From an optimization exercise on the open Yosys and OpenROAD flow, aimed at small area, a short achievable clock period and few clock cycles per item; shortcuts taken in it are not production practice.
The RTL was checked by simulation tests, not by an equivalence proof against the original design.
Power figures rest on the tool's default switching activity, not on a simulated workload.

===== flow/design.v =====
package dcache_pkg;
   localparam int IDX_W = 3;
   localparam int TAG_W = 26;
   localparam int SETS  = 8;
   localparam int WAYS  = 2;
   localparam int LINES = WAYS * SETS;
endpackage
`timescale 1ns/1ns
module dcache_top (
   input  logic        CLK,
   input  logic        nRST,
   input  logic        cpu_ren,
   input  logic        cpu_wen,
   input  logic [31:0] cpu_addr,
   input  logic [31:0] cpu_wdata,
   input  logic        halt,
   output logic        dhit,
   output logic [31:0] dmemload,
   output logic        flushed,
   output logic        mem_ren,
   output logic        mem_wen,
   output logic [31:0] mem_addr,
   output logic [31:0] mem_wdata,
   input  logic        dwait,
   input  logic [31:0] dload
);
   localparam int TAG_W = dcache_pkg::TAG_W;
   localparam int LINES = dcache_pkg::LINES;
   typedef enum logic [3:0] {
      IDLE, LOOK, WB0, WB1, FILL0, FILL1, RESP, FSTART, FWB0, FWB1, DONE
   } state_t;
   logic [LINES-1:0]                 valid_q, dirty_q;
   logic [LINES-1:0][TAG_W-1:0]      tag_q;
   logic [LINES-1:0][1:0][31:0]      data_q;
   logic [7:0]                       lru_q;      
   state_t             state_q;
   logic [TAG_W-1:0]   atag_q;                  
   logic [2:0]         aidx_q;                  
   logic               aoff_q, awen_q;
   logic [LINES-1:0]   match_q;                 
   logic               vict_q, vd_q;            
   logic               fl_q;                    
   logic [2:0]         fidx_q, fidx_d;          
   logic               way_q;                   
   logic               dhit_q, ren_q, wen_q, flushed_q;
   logic [31:3]        maddr_q;
   logic               mword_q;
   logic [31:0]        mwdata_q;
   logic [31:0]        rd_q;                    
   logic               req, done;
   logic [TAG_W-1:0]   t0, t1, tsel;
   logic [1:0][31:0]   x0, x1;                  
   logic [LINES-1:0]   mline;
   logic               m0, m1, hit, vict, wsel, vdirty;
   logic               wb_d, mword_d;
   logic [31:0]        xo0, xo1, xsel, xw0;
   logic [LINES-1:0]   pend;                    
   logic               any_pend;
   logic [3:0]         first_pend;
   assign req  = cpu_ren | cpu_wen;
   assign done = !dwait;
   always_comb begin
      for (int l = 0; l < LINES; l++) begin
         mline[l] = valid_q[l] && (tag_q[l] == cpu_addr[31:6]);
      end
   end
   assign t0  = tag_q[{1'b0, aidx_q}];
   assign t1  = tag_q[{1'b1, aidx_q}];
   assign x0  = data_q[{1'b0, aidx_q}];
   assign x1  = data_q[{1'b1, aidx_q}];
   assign m0  = match_q[{1'b0, aidx_q}];
   assign m1  = match_q[{1'b1, aidx_q}];
   assign hit = m0 | m1;
   assign xo0 = aoff_q ? x0[1] : x0[0];
   assign xo1 = aoff_q ? x1[1] : x1[0];
   assign vict   = vict_q;
   assign vdirty = vd_q;
   assign wsel = (state_q == LOOK) ? vict : way_q;
   assign tsel = wsel ? t1 : t0;
   assign xsel = mword_d ? (wsel ? x1[1] : x0[1]) : (wsel ? x1[0] : x0[0]);
   assign xw0  = way_q ? x1[0] : x0[0];
   always_comb begin
      case (state_q)
         LOOK:   wb_d = vdirty;
         WB0:    wb_d = 1'b1;
         WB1:    wb_d = !done;
         default: wb_d = (state_q == FSTART) || (state_q == FWB0) || (state_q == FWB1);
      endcase
      case (state_q)
         WB0, FILL0, FWB0: mword_d = done;
         WB1, FILL1, FWB1: mword_d = !done;
         default:          mword_d = 1'b0;
      endcase
   end
   assign pend = valid_q & dirty_q;
   always_comb begin
      any_pend   = 1'b0;
      first_pend = '0;
      for (int l = LINES - 1; l >= 0; l--) begin
         if (pend[l]) begin
            any_pend   = 1'b1;
            first_pend = 4'(l);
         end
      end
   end
   assign dhit      = dhit_q;
   assign dmemload  = rd_q;
   assign flushed   = flushed_q;
   assign mem_ren   = ren_q;
   assign mem_wen   = wen_q;
   assign mem_addr  = {maddr_q, mword_q, 2'b00};
   assign mem_wdata = mwdata_q;
   always_ff @(posedge CLK, negedge nRST) begin
      if (!nRST) begin
         state_q   <= IDLE;
         fl_q      <= 1'b0;
         dhit_q    <= 1'b0;
         ren_q     <= 1'b0;
         wen_q     <= 1'b0;
         flushed_q <= 1'b0;
         valid_q   <= '0;
         lru_q     <= '0;
      end else begin
         case (state_q)
            IDLE: begin
               if (halt) begin
                  fl_q <= 1'b1;
                  if (any_pend) begin
                     state_q <= FSTART;
                  end else begin
                     state_q   <= DONE;
                     flushed_q <= 1'b1;
                  end
               end else if (req) begin
                  state_q <= LOOK;
               end
            end
            LOOK: begin
               if (hit) begin
                  state_q <= RESP;
                  dhit_q  <= 1'b1;
               end else if (vdirty) begin
                  state_q <= WB0;
                  wen_q   <= 1'b1;
               end else begin
                  state_q <= FILL0;
                  ren_q   <= 1'b1;
               end
            end
            WB0: begin
               if (done) state_q <= WB1;
            end
            WB1: begin
               if (done) begin
                  state_q <= FILL0;
                  wen_q   <= 1'b0;
                  ren_q   <= 1'b1;
               end
            end
            FILL0: begin
               if (done) state_q <= FILL1;
            end
            FILL1: begin
               if (done) begin
                  state_q                  <= RESP;
                  ren_q                    <= 1'b0;
                  dhit_q                   <= 1'b1;
                  valid_q[{way_q, aidx_q}] <= 1'b1;
               end
            end
            RESP: begin
               state_q       <= IDLE;
               dhit_q        <= 1'b0;
               lru_q[aidx_q] <= ~way_q;
            end
            FSTART: begin
               state_q <= FWB0;
               wen_q   <= 1'b1;
            end
            FWB0: begin
               if (done) state_q <= FWB1;
            end
            FWB1: begin
               if (done && !any_pend) begin
                  state_q   <= DONE;
                  wen_q     <= 1'b0;
                  flushed_q <= 1'b1;
               end else if (done) begin
                  state_q <= FSTART;
                  wen_q   <= 1'b0;
               end
            end
            DONE: begin
            end
            default: begin
               state_q <= IDLE;
            end
         endcase
      end
   end
   logic                  fill_done, cpu_write, clean, resp_d, way_d, word_d, cw_q;
   logic [LINES-1:0][1:0] sel_q;
   logic [31:0]           wbus;
   assign fill_done = ((state_q == FILL0) || (state_q == FILL1)) && done;
   assign cpu_write = cw_q;
   assign clean     = (state_q == FWB0) && done;
   assign wbus      = cw_q ? cpu_wdata : dload;
   assign resp_d    = ((state_q == LOOK) && hit) || ((state_q == FILL1) && done);
   assign way_d     = (state_q == LOOK) ? (hit ? m1 : vict) : way_q;
   assign word_d    = resp_d ? aoff_q : mword_d;
   always_ff @(posedge CLK, negedge nRST) begin
      if (!nRST) begin
         cw_q <= 1'b0;
      end else begin
         cw_q <= resp_d && awen_q;
      end
   end
   always_ff @(posedge CLK) begin
      for (int l = 0; l < LINES; l++) begin
         for (int w = 0; w < 2; w++) begin
            sel_q[l][w] <= ({way_d, aidx_q, word_d} == {4'(l), w[0]});
         end
      end
   end
   always_ff @(posedge CLK) begin
      for (int l = 0; l < LINES; l++) begin
         for (int w = 0; w < 2; w++) begin
            if (sel_q[l][w] && (fill_done || cw_q)) begin
               data_q[l][w] <= wbus;
            end
         end
         if ((state_q == FILL1) && sel_q[l][1]) begin
            tag_q[l] <= atag_q;
         end
         if (((state_q == FILL1) && done || cpu_write || clean) && ({way_q, aidx_q} == 4'(l))) begin
            dirty_q[l] <= cpu_write;
         end
      end
   end
   assign fidx_d = (((state_q == IDLE) && halt) || ((state_q == FWB1) && done)) ?
                   first_pend[2:0] : fidx_q;
   always_ff @(posedge CLK) begin
      fidx_q <= fidx_d;
      case (state_q)
         IDLE: begin
            if (halt) way_q <= first_pend[3];
         end
         LOOK: begin
            way_q <= hit ? m1 : vict;
         end
         FWB1: begin
            if (done) way_q <= first_pend[3];
         end
         default: begin
         end
      endcase
   end
   always_ff @(posedge CLK) begin
      match_q <= mline;
      atag_q  <= cpu_addr[31:6];
      aoff_q  <= cpu_addr[2];
      awen_q  <= cpu_wen;
      aidx_q  <= (fl_q || halt) ? fidx_d : cpu_addr[5:3];
      vict_q  <= lru_q[cpu_addr[5:3]];
      vd_q    <= valid_q[{lru_q[cpu_addr[5:3]], cpu_addr[5:3]}] &
                 dirty_q[{lru_q[cpu_addr[5:3]], cpu_addr[5:3]}];
   end
   always_ff @(posedge CLK) begin
      rd_q     <= (state_q == LOOK) ? (m1 ? xo1 : xo0) : (aoff_q ? dload : xw0);
      mword_q  <= mword_d;
      maddr_q  <= {(wb_d ? tsel : atag_q), aidx_q};
      mwdata_q <= xsel;
   end
endmodule

===== flow/flow/run.sh =====
#!/bin/bash
# The standard layout, with two changes to how ports are buffered and cells sized:
# port buffers are buf_4 (not the slow delay cells the default picks), and timing
# repair may change a cell's footprint, not just its drive strength. Synthesis,
# floorplan, power grid, placement, CTS and routing are otherwise the standard ones.
set -euo pipefail
bash standard.sh MATCH_CELL_FOOTPRINT=0 'BUFFER_PORTS_ARGS=-buffer_cell sky130_fd_sc_hd__buf_4' finish > standard_flow.log 2>&1

===== flow/standard.sh =====
#!/bin/bash
# synth_recipe.tcl (not shown) runs the flow's synth.tcl, then flattens the netlist and writes it again
# the make line also repeats each setting of config.mk as NAME=value (left out here)
make -C /OpenROAD-flow-scripts/flow DESIGN_CONFIG=/design/flow/config.mk WORK_HOME=/design/flow/orfs CLKGATE_MAP_FILE= SYNTH_SCRIPT=/design/flow/synth_recipe.tcl "${@:-finish}"

===== flow/config.mk =====
export PLATFORM = sky130hd
export DESIGN_NAME = dcache_top
export DESIGN_NICKNAME = dcache_top
export VERILOG_FILES = /design/flow/design.v
export SDC_FILE = /design/flow/constraint.sdc
export NUM_CORES = 4
export LEC_CHECK = 0
export CAP_MARGIN = 20
export CORE_MARGIN = 2
export CORE_UTILIZATION = 45
export SETUP_SLACK_MARGIN = 5
export SLEW_MARGIN = 20
export TNS_END_PERCENT = 100

===== flow/constraint.sdc =====
create_clock -name core_clock -period 8.0 [get_ports {CLK}]
set_input_delay 1.6000 -clock core_clock [delete_from_list [all_inputs] [get_ports {CLK}]]
set_output_delay 1.6000 -clock core_clock [all_outputs]
set_load 0.01 [all_outputs]

==> impl_metrics.tcl, run 1 <==
set metrics [dict create \
    powerDensity_nw_per_um2 301.2 \
    fmax_mhz 328.0 \
    synthArstFlopShare 0.02037 \
    dp_slack_ns 3.759 \
    cp-end-kind "register" \
    crit_path_max_fanout 17 \
    cp.required_ns 8.66 \
    clkTransAtPathRegs_ns 0.06 \
    antenna_left 0 \
    synth.top_cell.area_share 0.6304 \
    regArea_um2 48200 \
    num_io_pins 202 \
    worst_slack_ns 4.951 \
    period_share 0.3811 \
    initial_core_util 0.4516 \
    arrival_ns 3.71 \
    slew-limit-headroom 0.2615 \
    setup_viol 0 \
    fin_tns_setup_ns 0 \
    wirelength_um 204300 \
    synth-main-ff-cell "edfxtp_1" \
    drt-initial-drc-count 4972 \
    post_synth.cell_area_avg_um2 16.70 \
    grt_setup_unrepaired "true" \
    start_kind "input pin" \
    status "complete, no violations" \
    hold-worst-slack_ns 0.4348 \
    cts_buffers 172 \
    drv_slew 0 \
    ys_seq_area_frac 0.6940 \
    place.port_buffers 197 \
    die_width_um 396.7 \
    grt_use_total 0.2575 \
    grt_max_degree 101 \
    n_fill_cell 12450 \
    core-area_um2 153700 \
    p_leak_nw 25.59 \
    synth_edf_count 1457 \
    synth_area_leader_cell "edfxtp_1" \
    grt_pass1_wl_um 286400 \
    final_common_cell "edfxtp_1" \
    fin_area_um2 79580 \
    vias 39482 \
    route.detailed.drc 0 \
    num_rows 144 \
    die_h_um 396.7 \
    area_delta_synth_final_pct 14.66 \
    finalCriticalPeriod_ns 3.049 \
    ys_types 63 \
    drive_above_1_share 0.2203 \
    cts_sinks 1669 \
    skew_ns 0.02606 \
    grt_pass1_vias 38331 \
    antenna_found_initial 14 \
    syn_inst 4157 \
    critPathKind "in2reg" \
    cts-root-buf "clkbuf_16" \
    yosysWarnings 1 \
    clock_path_buffers 3 \
    synth_seq_cells 1669 \
    routedWlPerCell_um 31.03 \
    placed_cell_area_um2 73320 \
    routabilityCongestion 0.9084 \
    utilization 0.5178 \
    peakVddDrop_mv 0.2529 \
    multi_input_comb_area_um2 20460 \
    drt-pass1-iter-count 7 \
    cts_tree "built" \
    worst_hold_path_type "reg2reg" \
    layout_common_cells "edfxtp_1, xnor2_1, buf_4, mux2i_1, nand2_1" \
    synth_area_leaders "edfxtp_1, mux4_2, xnor2_1, dfxtp_1, mux2i_1" \
    worstMarginPinSlew_ns 1.108 \
    dp_hpwl_um 126400 \
    grt_overflow 0 \
    dieArea_um2 157400 \
    htreeDepth 4 \
    viasPerCell 5.996 \
    final_hold_viol_count 0 \
    clkLatencyLatePin_ns 0.80 \
    final_nets 4497 \
    syn_area_um2 69410 \
    drv_cap 0 \
]
-- Yosys cell counts, drive strengths merged, types with 2 or more instances --
| master | n |
|---|---|
| edfxtp | 1457 |
| xnor2 | 419 |
| mux2i | 283 |
| nand2 | 277 |
| mux4 | 263 |
| dfxtp | 178 |
| buf | 134 |
| clkbuf | 126 |
| nor2 | 126 |
| nand4 | 100 |
| a22oi | 91 |
| mux2 | 89 |
| a21oi | 81 |
| o21ai | 64 |
| a211oi | 48 |
| nor3 | 43 |
| nor2b | 40 |
| and2 | 38 |
| a21o | 34 |
| dfrtp | 34 |
| o22ai | 31 |
| a31oi | 30 |
| o32ai | 21 |
| nand3 | 20 |
| nor4 | 19 |
| a31o | 17 |
| or4 | 17 |
| o22a | 15 |
| inv | 9 |
| a22o | 8 |
| ha | 7 |
| nand2b | 7 |
| and3 | 4 |
| o2bb2ai | 4 |
| o211ai | 3 |
| or2 | 3 |
| a221oi | 2 |
| a311o | 2 |
| a32o | 2 |
| a32oi | 2 |
| o31ai | 2 |
-- cell families after synthesis --
group	count (synthesis)	synth area share
AO/OA/AOI/OAI	459	0.04528
XOR/XNOR	420	0.05300
adder cells (fa/ha/maj)	7	0.001262
buffers and inverters	269	0.01736
flip-flops	1669	0.6940
multiplexers	635	0.1408
other	1	0.00005403
AND/OR/NAND/NOR	697	0.04831
-- cell type report --
cell class	instances	area share
Antenna cell	7	0.0002201
Clock buffer	235	0.06136
Clock inverter	85	0.009087
Inverter	9	0.0004559
Multi-Input combinational cell	2221	0.2571
Sequential cell	1669	0.6057
Tap cell	2044	0.03214
Timing Repair Buffer	315	0.03401
-- through the flow --
step / instances / power [mW]
CTS: 6561 / 23.99
global route: 6584 / 24.74
floorplan: 4158 / 13.75
detailed placement: 6225 / 15.91
finish: 6585 / 23.97
global placement: 6225 / 15.91
-- where the power goes --
| part | internal, mW | total [mW] | switching (mW) |
|---|---|---|---|
| Clock | 4.62 | 7.98 | 3.35 |
| Sequential | 9.87 | 10.2 | 0.338 |
| Combinational | 2.20 | 5.79 | 3.58 |
-- worst paths after layout --
path                                  start    endpoint  slack (ns)  cells past startpoint
worst max-delay path            cpu_addr[6]  match_q[0]        4.95                      5
worst min-delay path                 awen_q        cw_q        0.43                      1
worst max register to register    aidx_q[1]     rd_q[0]        5.05                      7
worst min register to register       awen_q        cw_q        0.43                      1
max in group asynchronous              nRST        cw_q        6.88                      1
min in group asynchronous              nRST       ren_q        0.76                      1
-- registers in the layout (all words and copies together), names as in the netlist, 3 cells and up --
register	count
aidx_q	3
atag_q	26
data_q	1024
dirty_q	16
fidx_q	3
lru_q	8
maddr_q	29
match_q	16
mwdata_q	32
rd_q	32
sel_q	32
state_q	4
tag_q	416
valid_q	16
-- critical path: stages --
cell	delay [ns]
buf_4	0.23
xnor2_2	0.38
nand4_1	0.43
or4_1	0.62
nor4_1	0.43
-- layer usage --
| layer | global-route usage | share of wire |
|---|---|---|
| met4 | 0.07686 | 0.029 |
| met2 | 0.3848 | 0.45 |
| met1 | 0.3678 | 0.42 |
| met3 | 0.07188 | 0.10 |
| met5 | 0 | 0.000064 |
-- repair_timing --
| action | CTS | global route |
|---|---|---|
| setup endpoints to repair | 764 | 254 |
| pin swaps | 1 | 1 |
| resized for setup | 65 | 16 |
| setup buffers | 13 | 16 |
| gates cloned | 3 | 1 |
| hold buffers | 0 | 0 |
Testbench counts, summed over its fixed seeds: cycles 43,092, accesses 4,800.
==> run 2: changes to the inputs <==
--- a/flow/config.mk
+++ b/flow/config.mk
@@ -9,4 +9,6 @@
 export CORE_MARGIN = 2
 export CORE_UTILIZATION = 45
+export CTS_CLUSTER_DIAMETER = 100
+export CTS_CLUSTER_SIZE = 30
 export SETUP_SLACK_MARGIN = 5
 export SLEW_MARGIN = 20
==> impl_metrics.tcl, run 2 <==
set metrics [dict create \
    status "complete, no violations" \
    drt-initial-drc-count 5251 \
    fin_tns_setup_ns 0 \
    antenna_found_initial 12 \
    num_rows 144 \
    startpoint "cpu_addr[12]" \
    synth_most_common_cell "edfxtp_1" \
    cts-root-buf "clkbuf_16" \
    grt_pass1_wl_um 283700 \
    start_kind "input pin" \
    regToRegSetupSlack_ns 5.07 \
    initial_core_util 0.4516 \
    post_synth.cell_area_avg_um2 16.70 \
    drt-pass1-iter-count 5 \
    arrival_ns 3.63 \
    layout_common_cells "edfxtp_1, xnor2_1, buf_4, mux2i_1, nand2_1" \
    route.detailed.drc 0 \
    num_io_pins 202 \
    n_fill_cell 12777 \
    skew_ns 0.05809 \
    synth_edf_count 1457 \
    yosysWarnings 1 \
    routedWlPerCell_um 31.55 \
    largest_reg_flops 1024 \
    synth_common_cells "edfxtp_1, xnor2_1, mux2i_1, nand2_1, mux4_2" \
    vias 38516 \
    crit_path_max_fanout 17 \
    hold_depth 1 \
    regArea_um2 48190 \
    min_to "cw_q" \
    finalCriticalPeriod_ns 3.033 \
    antenna_left 0 \
    slew-limit-headroom 0.2366 \
    clkLatencyLatePin_ns 0.73 \
    drv_slew 0 \
    drive_above_1_share 0.1908 \
    peakVddDrop_mv 0.2536 \
    worstHoldStart "awen_q" \
    synth_seq_cells 1669 \
    final_hold_viol_count 0 \
    core-area_um2 153700 \
    top_regs "data_q x1024, tag_q x416" \
    critPathKind "in2reg" \
    powerDensity_nw_per_um2 268.3 \
    path_cells "buf_4, xnor2_1, nand4_1, or4_1, nor4_2" \
    clkTransAtPathRegs_ns 0.11 \
    ys_types 63 \
    p_leak_nw 23.82 \
    clock_path_buffers 3 \
    grt_pass1_vias 37284 \
    dp_hpwl_um 126400 \
    ctsHoldBuffers 0 \
    grt_use_total 0.2535 \
    cts_tree "built" \
    worstMarginPinSlew_ns 1.145 \
    htreeDepth 3 \
    cp_slowest_stage_delay_ns 0.65 \
    multi_input_comb_area_um2 20480 \
    cts_sinks 1669 \
    syn_inst 4157 \
    period_share 0.3791 \
    place.port_buffers 197 \
    grt_max_degree 101 \
    synth-main-ff-cell "edfxtp_1" \
    drv_cap 0 \
    reg2reg_from "aidx_q[1]" \
    final_nets 4387 \
    die_h_um 396.7 \
    crit_path_top_delay_cell "or4_1" \
    worst_slack_ns 4.967 \
    utilization 0.4946 \
    final_common_cell "edfxtp_1" \
    area_delta_synth_final_pct 9.513 \
    cp.required_ns 8.59 \
    synth.top_cell.area_share 0.6304 \
    die_width_um 396.7 \
    synth_area_leaders "edfxtp_1, mux4_2, xnor2_1, dfxtp_1, mux2i_1" \
    grt_overflow 0 \
    rr_worst_depth 6 \
    setup_viol 0 \
    top_register "data_q" \
    synth_area_leader_cell "edfxtp_1" \
    finalPower_mw 20.39 \
    syn_area_um2 69410 \
    wirelength_um 201300 \
    routabilityCongestion 0.9084 \
    ys_seq_area_frac 0.6940 \
    dp_slack_ns 3.759 \
    grt_setup_unrepaired "true" \
    r2r-end "rd_q[14]" \
    fmax_mhz 329.7 \
    synthArstFlopShare 0.02037 \
    dieArea_um2 157400 \
    worst_hold_path_type "reg2reg" \
    cts_buffers 68 \
    cp-end-kind "register" \
    viasPerCell 6.037 \
]
[run 2: worst max-delay path, delay by kind of cell]
family                 cells  cell delay, ns
AND/OR/NAND/NOR            3            1.38
XOR/XNOR                   1            0.43
buffers and inverters      1            0.21
[run 2: cell families (layout without fill, tap and decap cells)]
family,count (synthesis),in the layout,share of synthesized area
flops,1669,1669,0.6940
other cells,1,4,0.00005403
simple gates,697,697,0.04831
xor+xnor,420,420,0.05300
compound gates,459,460,0.04528
fa+ha+maj,7,7,0.001262
buf+inv,269,444,0.01736
mux,635,635,0.1408
[run 2: routing by layer]
layer  routed length, um  track usage  vias to the layer above
met3               17990      0.05076                      210
met2               91650       0.3842                     1665
li1                    -            -                    16342
met1               86710       0.3747                    20289
met4                4840      0.06688                       10
met5                  68            0                        -
[run 2: power by group]
part | internal (mW) | switching [mW] | leakage (nW)
sequential | 9.85 | 0.332 | 15.0
clock | 1.74 | 2.72 | 1.01
combinational | 2.18 | 3.56 | 7.78
total | 13.8 | 6.62 | 23.8
[run 2: timing repair]
action,CTS,global route
cloned,2,1
pin swaps,0,2
setup endpoints to repair,755,274
gates resized for setup,54,24
buffers inserted,15,9
[run 2: stage by stage]
step           std cells  instance area [um^2]  hold WS [ns]
5_1_grt             6379                 76010        0.4641
6_report            6380                 76010        0.4481
3_3_place_gp        6225                 73320        0.4220
2_1_floorplan       4158                 69870        0.3258
3_5_place_dp        6225                 73320        0.4236
4_1_cts             6368                 75800        0.4496
[run 2: worst max path at each step]
| stage | to | slack, ns | cells after the start |
|---|---|---|---|
| finish | match_q[10] | 4.97 | 5 |
| detailed placement | rd_q[9] | 3.76 | 8 |
| CTS | rd_q[20] | 4.86 | 8 |
| global placement | rd_q[9] | 3.76 | 8 |
| global route | rd_q[8] | 4.98 | 7 |
| floorplan | data_q[0] | 4.94 | 5 |
[run 2: final cells by class]
type | instances | area share
sequential | 1669 | 0.6340
multi-input combinational | 2221 | 0.2695
timing repair buffer | 309 | 0.03449
tap | 2044 | 0.03365
clock buffer | 111 | 0.02548
clock inverter | 15 | 0.002387
inverter | 9 | 0.0004774
antenna | 2 | 0.00006584

-- separate check: timing with driven ports --
Ports are ideal in the flow. The routed layouts listed here were re-timed in OpenROAD.
Step 1 assumes that a clkbuf_16 drives the clock port and a buf_2 every other input.
Step 2, shift: input delay + t, output delay - t, t = (earliest + latest rising clock arrival at the registers) / 2. This alone moves slack from input paths to output paths.
Slacks: no drivers / after step 1 / after step 2; pairs: no drivers / after step 1.
run | t, ns | setup slack, ns | hold WS [ns] | worst setup path after step 2 | worst slew at a driven data input, ns
run 1 | 0.871 | 4.951 / 4.891 / 4.021 | 0.435 / 0.435 / 0.435 | input to register | 0.18
run 2 | 0.785 | 4.967 / 4.948 / 4.163 | 0.448 / 0.448 / 0.448 | input to register | 0.16
After both steps setup and hold are still met in every run listed. The setup slack of run 1, which loses most, moves by -0.060 ns with the drivers and by -0.930 ns with both steps.
